Source: an optimization exercise on an open RTL-to-GDS flow (aim: small area, a short achievable clock period and few clock cycles per item). Production flows keep margins and buffers that such runs may drop.
The RTL was checked by simulation tests, not by an equivalence proof against the original design.

==> inputs of trial 61 <==
==> flow/design.v <==
package kfade_pkg;
    localparam int ENTRIES = 32;
    localparam int IDX_W   = (ENTRIES > 1) ? $clog2(ENTRIES) : 1;
    localparam int CNT_W   = $clog2(ENTRIES + 1);
    localparam int QDEPTH  = 2;
    localparam int QPTR_W  = 1;
    localparam int QCNT_W  = 2;
    localparam int IN_TDATA_W  = 40;
    localparam int OUT_TDATA_W = 24;
    localparam int ITEM_W      = 41;    
    localparam logic ACT_SET  = 1'b0;
    localparam logic ACT_TICK = 1'b1;
    localparam logic KIND_ANSWER = 1'b0;
    localparam logic KIND_UPDATE = 1'b1;
    localparam logic [7:0]  LEVEL_OFF   = 8'h00;
    localparam logic [15:0] ELAPSED_MAX = 16'hFFFF;
    typedef struct packed {
        logic        action;
        logic [7:0]  key;
        logic [7:0]  intensity;
        logic [7:0]  decrement;
        logic [15:0] step_ticks;
    } t_item;
    typedef struct packed {
        logic       kind;
        logic       accepted;
        logic [7:0] led_key;
        logic [7:0] led_intensity;
        logic       last;
    } t_result;
    typedef struct packed {
        logic [CNT_W-1:0] used;
        logic             busy;
    } t_stat;
endpackage
module kfade_front (
    input  logic                          i_clk,
    input  logic                          i_rst_n,
    input  logic                          i_valid,
    output logic                          o_ready,
    input  logic [kfade_pkg::IN_TDATA_W-1:0] i_data,
    input  logic                          i_user,
    output logic                          o_q_valid,
    output kfade_pkg::t_item              o_q_item,
    input  logic                          i_q_pop
);
    logic [kfade_pkg::ITEM_W-1:0]  r_head;
    logic                          r_head_v;
    logic [kfade_pkg::ITEM_W-1:0]  w_item;
    logic                          w_push;
    assign w_item    = {i_user, i_data[7:0], i_data[15:8], i_data[23:16], i_data[39:24]};
    assign o_ready   = !r_head_v || i_q_pop;
    assign o_q_valid = r_head_v;
    assign o_q_item  = r_head;
    assign w_push    = i_valid && o_ready;
    always_ff @(posedge i_clk) begin
        if (!i_rst_n) begin
            r_head_v <= 1'b0;
        end else if (o_ready) begin
            r_head_v <= i_valid;
        end
    end
    always_ff @(posedge i_clk) begin
        if (w_push) begin
            r_head <= w_item;
        end
    end
endmodule
module kfade_back (
    input  logic                 i_clk,
    input  logic                 i_rst_n,
    input  logic                 i_q_valid,
    input  kfade_pkg::t_item     i_q_item,
    output logic                 o_q_pop,
    input  logic                 i_emit_ok,      
    output logic                 o_emit,
    output kfade_pkg::t_result   o_word
);
    localparam int N = kfade_pkg::ENTRIES;
    logic [7:0]   r_key  [N];
    logic [7:0]   r_level[N];
    logic [7:0]   r_dec  [N];
    logic [15:0]  r_rel  [N];
    logic [15:0]  r_due  [N];
    logic [N-1:0] r_active;
    logic [N-1:0] r_used;
    logic [N-1:0] r_dn;             
    logic [N-1:0] r_rf;             
    logic [15:0]  r_tnum;           
    logic [N-1:0] r_fire;           
    logic         r_drain;          
    logic [N-1:0] r_wsel;           
    logic [N-1:0] r_wss;            
    logic [N-1:0] r_wsf;            
    logic [N-1:0] r_wsfl;           
    logic         r_wset;           
    logic [7:0]   r_wkey;
    logic [7:0]   r_wlvl;
    logic         r_wact;           
    logic [7:0]   r_wdec;
    logic [15:0]  r_wrel;           
    logic [15:0]  w_wrel;           
    function automatic logic [N-1:0] first_one(input logic [N-1:0] v);
        logic [N-1:0] below;
        below = v;
        for (int s = 1; s < N; s = s * 2) begin
            below = below | (below << s);
        end
        first_one = v & ~(below << 1);
    endfunction
    function automatic logic [N-1:0] last_one(input logic [N-1:0] v);
        logic [N-1:0] above;
        above = v;
        for (int s = 1; s < N; s = s * 2) begin
            above = above | (above >> s);
        end
        last_one = v & ~(above >> 1);
    endfunction
    logic [7:0]   w_new_lvl;
    logic         w_new_act, w_new_lnz;
    logic [15:0]  w_new_due;
    logic         w_new_rf;
    assign w_new_lvl = r_wset ? r_wlvl
                     : ((r_wlvl <= r_wdec) ? kfade_pkg::LEVEL_OFF : r_wlvl - r_wdec);
    assign w_new_act = r_wact;
    assign w_new_lnz = r_wset ? (r_wlvl != kfade_pkg::LEVEL_OFF) : (r_wlvl > r_wdec);
    assign w_new_due = r_tnum + (r_wset ? 16'd0 : r_wrel);
    assign w_wrel    = r_wset ? ((r_wrel == 16'd0) ? 16'd0 : r_wrel - 16'd1) : r_wrel;
    assign w_new_rf  = w_new_lnz && (r_wrel[15:1] == 15'd0) && (r_wset || !r_wrel[0]);
    kfade_pkg::t_item w_it;
    assign w_it = i_q_item;
    logic [N-1:0] w_used, w_act, w_match, w_inact, w_app, w_pick;
    logic [N-1:0] w_due_now, w_sel, w_first, w_rest;
    logic         w_any_match, w_any_inact, w_accept, w_last, w_hit, w_wkey_eq;
    logic [7:0]   m_key, m_lvl, m_dec;
    logic [15:0]  m_rel;
    logic [7:0]   o_key, o_lvl, o_dec;
    logic         o_lnz;
    logic [N-1:0] w_lnz;
    logic [15:0]  o_rel;
    assign w_wkey_eq = (r_wkey == w_it.key);
    always_comb begin
        for (int i = 0; i < N; i++) begin
            w_used[i]    = r_used[i] || r_wss[i];
            w_act[i]     = r_wss[i] || (r_wsf[i] ? w_new_act : r_active[i]);
            w_match[i]   = w_used[i] && (r_wss[i] ? w_wkey_eq
                                                               : (r_key[i] == w_it.key));
            w_inact[i]   = w_used[i] && !w_act[i];
            w_app[i]     = !w_used[i] && ((i == 0) ? 1'b1 : w_used[i-1]);
            w_lnz[i]     = (r_level[i] != kfade_pkg::LEVEL_OFF);
            w_due_now[i] = r_wss[i] || (r_wsfl[i] && r_rf[i]) || (!r_wsf[i] && r_dn[i]);
        end
    end
    assign w_any_match = |w_match;
    assign w_any_inact = |w_inact;
    assign w_pick      = w_any_match ? first_one(w_match)
                       : w_any_inact ? last_one(w_inact) : w_app;
    assign w_accept    = w_any_match || w_any_inact || !w_used[N-1];
    logic do_item, do_set, do_tick, do_fire, w_fire_en, w_any;
    assign do_item   = !r_drain && i_q_valid && i_emit_ok;
    assign do_set    = do_item && (w_it.action == kfade_pkg::ACT_SET);
    assign do_tick   = do_item && (w_it.action == kfade_pkg::ACT_TICK);
    assign w_fire_en = r_drain ? i_emit_ok : do_tick;
    assign o_q_pop   = do_item;
    assign w_sel   = r_fire | w_due_now;
    assign w_first = first_one(w_sel);
    assign w_rest  = w_sel & ~w_first;
    assign w_last  = (w_rest == '0);
    assign w_any   = (w_sel != '0);
    assign w_hit   = |(w_first & r_wsel);
    assign r_wsel  = r_wss | r_wsf;
    assign do_fire = w_fire_en && w_any;
    always_comb begin
        m_key = '0;
        m_lvl = '0;
        m_dec = '0;
        m_rel = '0;
        for (int i = 0; i < N; i++) begin
            m_key = m_key | (r_key[i]   & {8{w_first[i]}});
            m_lvl = m_lvl | (r_level[i] & {8{w_first[i]}});
            m_dec = m_dec | (r_dec[i]   & {8{w_first[i]}});
            m_rel = m_rel | (r_rel[i]   & {16{w_first[i]}});
        end
    end
    assign o_key = w_hit ? r_wkey    : m_key;
    assign o_lvl = w_hit ? w_new_lvl : m_lvl;
    assign o_lnz = w_hit ? w_new_lnz : |(w_first & w_lnz);
    assign o_dec = w_hit ? r_wdec    : m_dec;
    assign o_rel = w_hit ? w_wrel    : m_rel;
    assign o_emit               = do_set || do_fire;
    assign o_word.kind          = !do_set;
    assign o_word.accepted      = do_set && w_accept;
    assign o_word.led_key       = do_set ? 8'd0 : o_key;
    assign o_word.led_intensity = do_set ? kfade_pkg::LEVEL_OFF : o_lvl;
    assign o_word.last          = do_set || w_last;
    logic [15:0] w_tnum_next;
    logic        w_weq_next;
    assign w_tnum_next = r_tnum + {15'd0, do_tick};
    assign w_weq_next  = r_wset ? !do_tick : (r_wrel == {15'd0, do_tick});
    logic        w_drain_next;
    assign w_drain_next = w_fire_en ? !w_last : r_drain;
    always_ff @(posedge i_clk) begin
        for (int i = 0; i < N; i++) begin
            if (!i_rst_n) begin
                r_dn[i] <= 1'b0;
            end else if (r_wsel[i]) begin
                r_dn[i] <= w_new_act && w_weq_next && !w_drain_next;
            end else begin
                r_dn[i] <= r_active[i] && (r_due[i] == w_tnum_next) && !w_drain_next;
            end
        end
    end
    always_ff @(posedge i_clk) begin
        if (!i_rst_n) begin
            r_tnum   <= '0;
            r_drain  <= 1'b0;
            r_fire   <= '0;
            r_wss    <= '0;
            r_wsf    <= '0;
            r_wsfl   <= '0;
            r_active <= '0;
            r_used   <= '0;
        end else begin
            r_tnum <= w_tnum_next;
            r_drain <= w_drain_next;
            if (w_fire_en) begin
                r_fire  <= w_rest;
            end
            r_wss <= (do_set && w_accept) ? w_pick : '0;
            r_wsf  <= w_fire_en ? w_first : '0;
            r_wsfl <= (w_fire_en && w_last) ? w_first : '0;
            for (int i = 0; i < N; i++) begin
                if (r_wsel[i]) begin
                    r_active[i] <= w_new_act;
                    r_used[i]   <= 1'b1;
                end
            end
        end
    end
    always_ff @(posedge i_clk) begin
        if (do_set) begin
            r_wset <= 1'b1;
            r_wkey <= w_it.key;
            r_wlvl <= w_it.intensity;
            r_wact <= 1'b1;
            r_wdec <= w_it.decrement;
            r_wrel <= w_it.step_ticks;
        end else begin
            r_wset <= 1'b0;
            r_wkey <= o_key;
            r_wlvl <= o_lvl;
            r_wact <= o_lnz;
            r_wdec <= o_dec;
            r_wrel <= o_rel;
        end
        for (int i = 0; i < N; i++) begin
            if (r_wsel[i]) begin
                r_level[i] <= w_new_lvl;
                r_due[i]   <= w_new_due;
                r_rf[i]    <= w_new_rf;
                if (r_wss[i]) begin
                    r_key[i] <= r_wkey;
                    r_dec[i] <= r_wdec;
                    r_rel[i] <= w_wrel;
                end
            end
        end
    end
endmodule
module key_led_fade_table (
    input  logic                                i_clk,
    input  logic                                i_rst_n,
    input  logic                                s_axis_tvalid,
    output logic                                s_axis_tready,
    input  logic [kfade_pkg::IN_TDATA_W-1:0]    s_axis_tdata,    
    input  logic                                s_axis_tuser,    
    output logic                                m_axis_tvalid,
    input  logic                                m_axis_tready,
    output logic [kfade_pkg::OUT_TDATA_W-1:0]   m_axis_tdata,    
    output logic                                m_axis_tuser,    
    output logic                                m_axis_tlast     
);
    logic                 w_q_valid;
    logic                 w_q_pop;
    kfade_pkg::t_item     w_q_item;
    logic                 w_emit;
    kfade_pkg::t_result   w_word;
    kfade_pkg::t_result   r_oreg, r_head, r_skid;
    logic                 r_oreg_v, r_head_v, r_skid_v;
    logic                 w_head_free;
    kfade_front u_front (
        .i_clk     (i_clk),
        .i_rst_n   (i_rst_n),
        .i_valid   (s_axis_tvalid),
        .o_ready   (s_axis_tready),
        .i_data    (s_axis_tdata),
        .i_user    (s_axis_tuser),
        .o_q_valid (w_q_valid),
        .o_q_item  (w_q_item),
        .i_q_pop   (w_q_pop)
    );
    kfade_back u_back (
        .i_clk     (i_clk),
        .i_rst_n   (i_rst_n),
        .i_q_valid (w_q_valid),
        .i_q_item  (w_q_item),
        .o_q_pop   (w_q_pop),
        .i_emit_ok (!r_skid_v),
        .o_emit    (w_emit),
        .o_word    (w_word)
    );
    assign w_head_free = !r_head_v || m_axis_tready;
    always_ff @(posedge i_clk) begin
        if (!i_rst_n) begin
            r_oreg_v <= 1'b0;
            r_head_v <= 1'b0;
            r_skid_v <= 1'b0;
        end else begin
            if (w_head_free) begin
                r_head_v <= r_skid_v || r_oreg_v;
                r_skid_v <= r_skid_v && r_oreg_v;
                r_oreg_v <= w_emit;
            end else if (!r_skid_v) begin
                r_skid_v <= r_oreg_v;
                r_oreg_v <= w_emit;
            end
        end
    end
    always_ff @(posedge i_clk) begin
        if (!r_skid_v) begin
            r_oreg <= w_word;
        end
        if (w_head_free) begin
            r_head <= r_skid_v ? r_skid : r_oreg;
        end
        if (w_head_free ? r_skid_v : !r_skid_v) begin
            r_skid <= r_oreg;
        end
    end
    assign m_axis_tvalid = r_head_v;
    assign m_axis_tdata = {7'b0, r_head.led_intensity, r_head.led_key, r_head.accepted};
    assign m_axis_tuser = r_head.kind;
    assign m_axis_tlast = r_head.last;
endmodule
==> flow/run.sh <==
#!/bin/bash
# synth_recipe.tcl (not shown) runs the flow's synth.tcl, then flattens the netlist and writes it again
# the make line also repeats each setting of config.mk as NAME=value (left out here)
make -C /OpenROAD-flow-scripts/flow DESIGN_CONFIG=/design/flow/config.mk WORK_HOME=/design/flow/orfs CLKGATE_MAP_FILE= SYNTH_SCRIPT=/design/flow/synth_recipe.tcl finish
==> flow/config.mk <==
export PLATFORM = sky130hd
export DESIGN_NAME = key_led_fade_table
export DESIGN_NICKNAME = key_led_fade_table
export VERILOG_FILES = /design/flow/design.v
export SDC_FILE = /design/flow/constraint.sdc
export NUM_CORES = 4
export LEC_CHECK = 0
export CAP_MARGIN = 40
export CORE_MARGIN = 2
export CORE_UTILIZATION = 45
export CTS_BUF_LIST = sky130_fd_sc_hd__clkbuf_8
export CTS_CLUSTER_DIAMETER = 80
export CTS_CLUSTER_SIZE = 14
export SETUP_SLACK_MARGIN = 4.4
export SLEW_MARGIN = 30
==> flow/constraint.sdc <==
create_clock -name core_clock -period 8.0 [get_ports {i_clk}]
set_input_delay 1.6000 -clock core_clock [delete_from_list [all_inputs] [get_ports {i_clk}]]
set_output_delay 1.6000 -clock core_clock [all_outputs]
set_load 0.01 [all_outputs]
==> build 33 (differences from trial 61) <==
--- a/flow/design.v
+++ b/flow/design.v
@@ -47,7 +47,10 @@
     logic [kfade_pkg::ITEM_W-1:0]  r_head;
+    logic [kfade_pkg::ITEM_W-1:0]  r_skid;
     logic                          r_head_v;
+    logic                          r_skid_v;
     logic [kfade_pkg::ITEM_W-1:0]  w_item;
     logic                          w_push;
+    logic                          w_load;
     assign w_item    = {i_user, i_data[7:0], i_data[15:8], i_data[23:16], i_data[39:24]};
-    assign o_ready   = !r_head_v || i_q_pop;
+    assign o_ready   = !r_skid_v;
     assign o_q_valid = r_head_v;
@@ -55,2 +58,3 @@
     assign w_push    = i_valid && o_ready;
+    assign w_load    = !r_head_v || i_q_pop;
     always_ff @(posedge i_clk) begin
@@ -58,4 +62,10 @@
             r_head_v <= 1'b0;
-        end else if (o_ready) begin
-            r_head_v <= i_valid;
+            r_skid_v <= 1'b0;
+        end else begin
+            if (w_load) begin
+                r_head_v <= r_skid_v || w_push;
+                r_skid_v <= 1'b0;
+            end else if (w_push) begin
+                r_skid_v <= 1'b1;
+            end
         end
@@ -63,4 +73,7 @@
     always_ff @(posedge i_clk) begin
-        if (w_push) begin
-            r_head <= w_item;
+        if (w_load) begin
+            r_head <= r_skid_v ? r_skid : w_item;
+        end
+        if (!w_load && w_push) begin
+            r_skid <= w_item;
         end
@@ -86,4 +99,3 @@
     logic [N-1:0] r_used;
-    logic [N-1:0] r_dn;             
-    logic [N-1:0] r_rf;             
+    logic [N-1:0] r_eq;             
     logic [15:0]  r_tnum;           
@@ -92,5 +104,2 @@
     logic [N-1:0] r_wsel;           
-    logic [N-1:0] r_wss;            
-    logic [N-1:0] r_wsf;            
-    logic [N-1:0] r_wsfl;           
     logic         r_wset;           
@@ -98,6 +107,4 @@
     logic [7:0]   r_wlvl;
-    logic         r_wact;           
     logic [7:0]   r_wdec;
-    logic [15:0]  r_wrel;           
-    logic [15:0]  w_wrel;           
+    logic [15:0]  r_wrel;
     function automatic logic [N-1:0] first_one(input logic [N-1:0] v);
@@ -119,15 +126,11 @@
     logic [7:0]   w_new_lvl;
-    logic         w_new_act, w_new_lnz;
+    logic         w_new_act;
     logic [15:0]  w_new_due;
-    logic         w_new_rf;
     assign w_new_lvl = r_wset ? r_wlvl
                      : ((r_wlvl <= r_wdec) ? kfade_pkg::LEVEL_OFF : r_wlvl - r_wdec);
-    assign w_new_act = r_wact;
-    assign w_new_lnz = r_wset ? (r_wlvl != kfade_pkg::LEVEL_OFF) : (r_wlvl > r_wdec);
+    assign w_new_act = r_wset || (r_wlvl != kfade_pkg::LEVEL_OFF);
     assign w_new_due = r_tnum + (r_wset ? 16'd0 : r_wrel);
-    assign w_wrel    = r_wset ? ((r_wrel == 16'd0) ? 16'd0 : r_wrel - 16'd1) : r_wrel;
-    assign w_new_rf  = w_new_lnz && (r_wrel[15:1] == 15'd0) && (r_wset || !r_wrel[0]);
     kfade_pkg::t_item w_it;
     assign w_it = i_q_item;
-    logic [N-1:0] w_used, w_act, w_match, w_inact, w_app, w_pick;
+    logic [N-1:0] w_used, w_act, w_match, w_inact, w_app, w_pick, w_refire;
     logic [N-1:0] w_due_now, w_sel, w_first, w_rest;
@@ -137,5 +140,4 @@
     logic [7:0]   o_key, o_lvl, o_dec;
-    logic         o_lnz;
-    logic [N-1:0] w_lnz;
     logic [15:0]  o_rel;
+    logic [15:0]  w_set_rel;
     assign w_wkey_eq = (r_wkey == w_it.key);
@@ -143,5 +145,5 @@
         for (int i = 0; i < N; i++) begin
-            w_used[i]    = r_used[i] || r_wss[i];
-            w_act[i]     = r_wss[i] || (r_wsf[i] ? w_new_act : r_active[i]);
-            w_match[i]   = w_used[i] && (r_wss[i] ? w_wkey_eq
+            w_used[i]    = r_used[i] || r_wsel[i];
+            w_act[i]     = r_wsel[i] ? w_new_act : r_active[i];
+            w_match[i]   = w_used[i] && ((r_wsel[i] && r_wset) ? w_wkey_eq
                                                                : (r_key[i] == w_it.key));
@@ -149,4 +151,4 @@
             w_app[i]     = !w_used[i] && ((i == 0) ? 1'b1 : w_used[i-1]);
-            w_lnz[i]     = (r_level[i] != kfade_pkg::LEVEL_OFF);
-            w_due_now[i] = r_wss[i] || (r_wsfl[i] && r_rf[i]) || (!r_wsf[i] && r_dn[i]);
+            w_refire[i]  = (r_level[i] != kfade_pkg::LEVEL_OFF) && (r_rel[i] == 16'd0);
+            w_due_now[i] = r_wsel[i] ? (r_wset || w_refire[i]) : (r_active[i] && r_eq[i]);
         end
@@ -164,3 +166,3 @@
     assign o_q_pop   = do_item;
-    assign w_sel   = r_fire | w_due_now;
+    assign w_sel   = r_fire | (r_drain ? '0 : w_due_now);
     assign w_first = first_one(w_sel);
@@ -170,3 +172,2 @@
     assign w_hit   = |(w_first & r_wsel);
-    assign r_wsel  = r_wss | r_wsf;
     assign do_fire = w_fire_en && w_any;
@@ -186,5 +187,5 @@
     assign o_lvl = w_hit ? w_new_lvl : m_lvl;
-    assign o_lnz = w_hit ? w_new_lnz : |(w_first & w_lnz);
     assign o_dec = w_hit ? r_wdec    : m_dec;
-    assign o_rel = w_hit ? w_wrel    : m_rel;
+    assign o_rel = w_hit ? r_wrel    : m_rel;
+    assign w_set_rel = (w_it.step_ticks == 16'd0) ? 16'd0 : w_it.step_ticks - 16'd1;
     assign o_emit               = do_set || do_fire;
@@ -199,13 +200,5 @@
     assign w_weq_next  = r_wset ? !do_tick : (r_wrel == {15'd0, do_tick});
-    logic        w_drain_next;
-    assign w_drain_next = w_fire_en ? !w_last : r_drain;
     always_ff @(posedge i_clk) begin
         for (int i = 0; i < N; i++) begin
-            if (!i_rst_n) begin
-                r_dn[i] <= 1'b0;
-            end else if (r_wsel[i]) begin
-                r_dn[i] <= w_new_act && w_weq_next && !w_drain_next;
-            end else begin
-                r_dn[i] <= r_active[i] && (r_due[i] == w_tnum_next) && !w_drain_next;
-            end
+            r_eq[i] <= r_wsel[i] ? w_weq_next : (r_due[i] == w_tnum_next);
         end
@@ -217,5 +210,3 @@
             r_fire   <= '0;
-            r_wss    <= '0;
-            r_wsf    <= '0;
-            r_wsfl   <= '0;
+            r_wsel   <= '0;
             r_active <= '0;
@@ -224,9 +215,13 @@
             r_tnum <= w_tnum_next;
-            r_drain <= w_drain_next;
             if (w_fire_en) begin
+                r_drain <= !w_last;
                 r_fire  <= w_rest;
             end
-            r_wss <= (do_set && w_accept) ? w_pick : '0;
-            r_wsf  <= w_fire_en ? w_first : '0;
-            r_wsfl <= (w_fire_en && w_last) ? w_first : '0;
+            if (do_set) begin
+                r_wsel <= w_accept ? w_pick : '0;
+            end else if (w_fire_en) begin
+                r_wsel <= w_first;
+            end else begin
+                r_wsel <= '0;
+            end
             for (int i = 0; i < N; i++) begin
@@ -244,5 +239,4 @@
             r_wlvl <= w_it.intensity;
-            r_wact <= 1'b1;
             r_wdec <= w_it.decrement;
-            r_wrel <= w_it.step_ticks;
+            r_wrel <= w_set_rel;
         end else begin
@@ -251,3 +245,2 @@
             r_wlvl <= o_lvl;
-            r_wact <= o_lnz;
             r_wdec <= o_dec;
@@ -259,7 +252,6 @@
                 r_due[i]   <= w_new_due;
-                r_rf[i]    <= w_new_rf;
-                if (r_wss[i]) begin
+                if (r_wset) begin
                     r_key[i] <= r_wkey;
                     r_dec[i] <= r_wdec;
-                    r_rel[i] <= w_wrel;
+                    r_rel[i] <= r_wrel;
                 end
@@ -329,3 +321,3 @@
     always_ff @(posedge i_clk) begin
-        if (!r_skid_v) begin
+        if (w_emit) begin
             r_oreg <= w_word;
==> flow/config.mk (replaced) <==
export PLATFORM = sky130hd
export DESIGN_NAME = key_led_fade_table
export DESIGN_NICKNAME = key_led_fade_table
export VERILOG_FILES = /design/flow/design.v
export SDC_FILE = /design/flow/constraint.sdc
export NUM_CORES = 4
export LEC_CHECK = 0
export CAP_MARGIN = 20
export CORE_MARGIN = 2
export CORE_UTILIZATION = 45
export SETUP_SLACK_MARGIN = 3.5
export SLEW_MARGIN = 20
==> flow_summary_export.csv <==
group,metric,value,unit
cells_and_area,buf_share,7.84,%
outcome,outcome,"no timing/DRC/antenna violations",
yosys,synth_fa_ha_area_share,0.438,%
power_and_ir_drop,pwr.group.clock,0.00599,W
global_route,gr-usage-met3,5.80,%
job,drv_cap,0,
yosys,synth-seq-cells,2208,
power_and_ir_drop,swShare,24.0,%
yosys,synth-xor-area-share,7.78,%
[end of results for trial 61]
==> flow_summary_export.csv <==
group,metric,value,unit
power_and_ir_drop,total_power,0.0237,W
clock_network,clk_latency,0.90,ns
power_and_ir_drop,swShare,21.7,%
yosys,synth_fa_ha_area_share,0.417,%
detailed_routing,dr_wl_met2,151,mm
outcome,outcome,"finished with violations",
outcome,so_faults,"capacitance limit",
power_and_ir_drop,pwr.group.clock,0.0105,W
yosys,synth-seq-cells,2153,
job,drv_cap,1,
critical_path,path_buf_inv,1,
global_route,gr-usage-met3,6.78,%
[end of results for build 33]
Testbench counts of trial 61, summed over its fixed seeds: cycles 10,762, items 4,800.
Testbench counts of build 33, summed over its fixed seeds: cycles 10,762, items 4,800.

static timing again, ports no longer ideal:
No port has a modelled driver above. Below, the same layouts with a new extraction and two added sets of constraints.
Step 1 sets driving cells, clkbuf_16 on the clock port and buf_2 on the other inputs (assumed; they add their load-dependent delay and slew).
Step 2 moves the port delays by t, midway between the first and last clock arrival at a register: inputs arrive t later, outputs are due t later. That takes back most of the time a late clock gives input paths.
a / b / c = no drivers / after step 1 / after step 2; a / b = the first two.
run | t (ns) | slack for setup (ns) | worst setup path at the end
trial 61 | 1.072 | 4.102 / 4.102 / 4.102 | register to register
build 33 | 0.961 | 3.379 / 3.379 / 3.379 | register to register
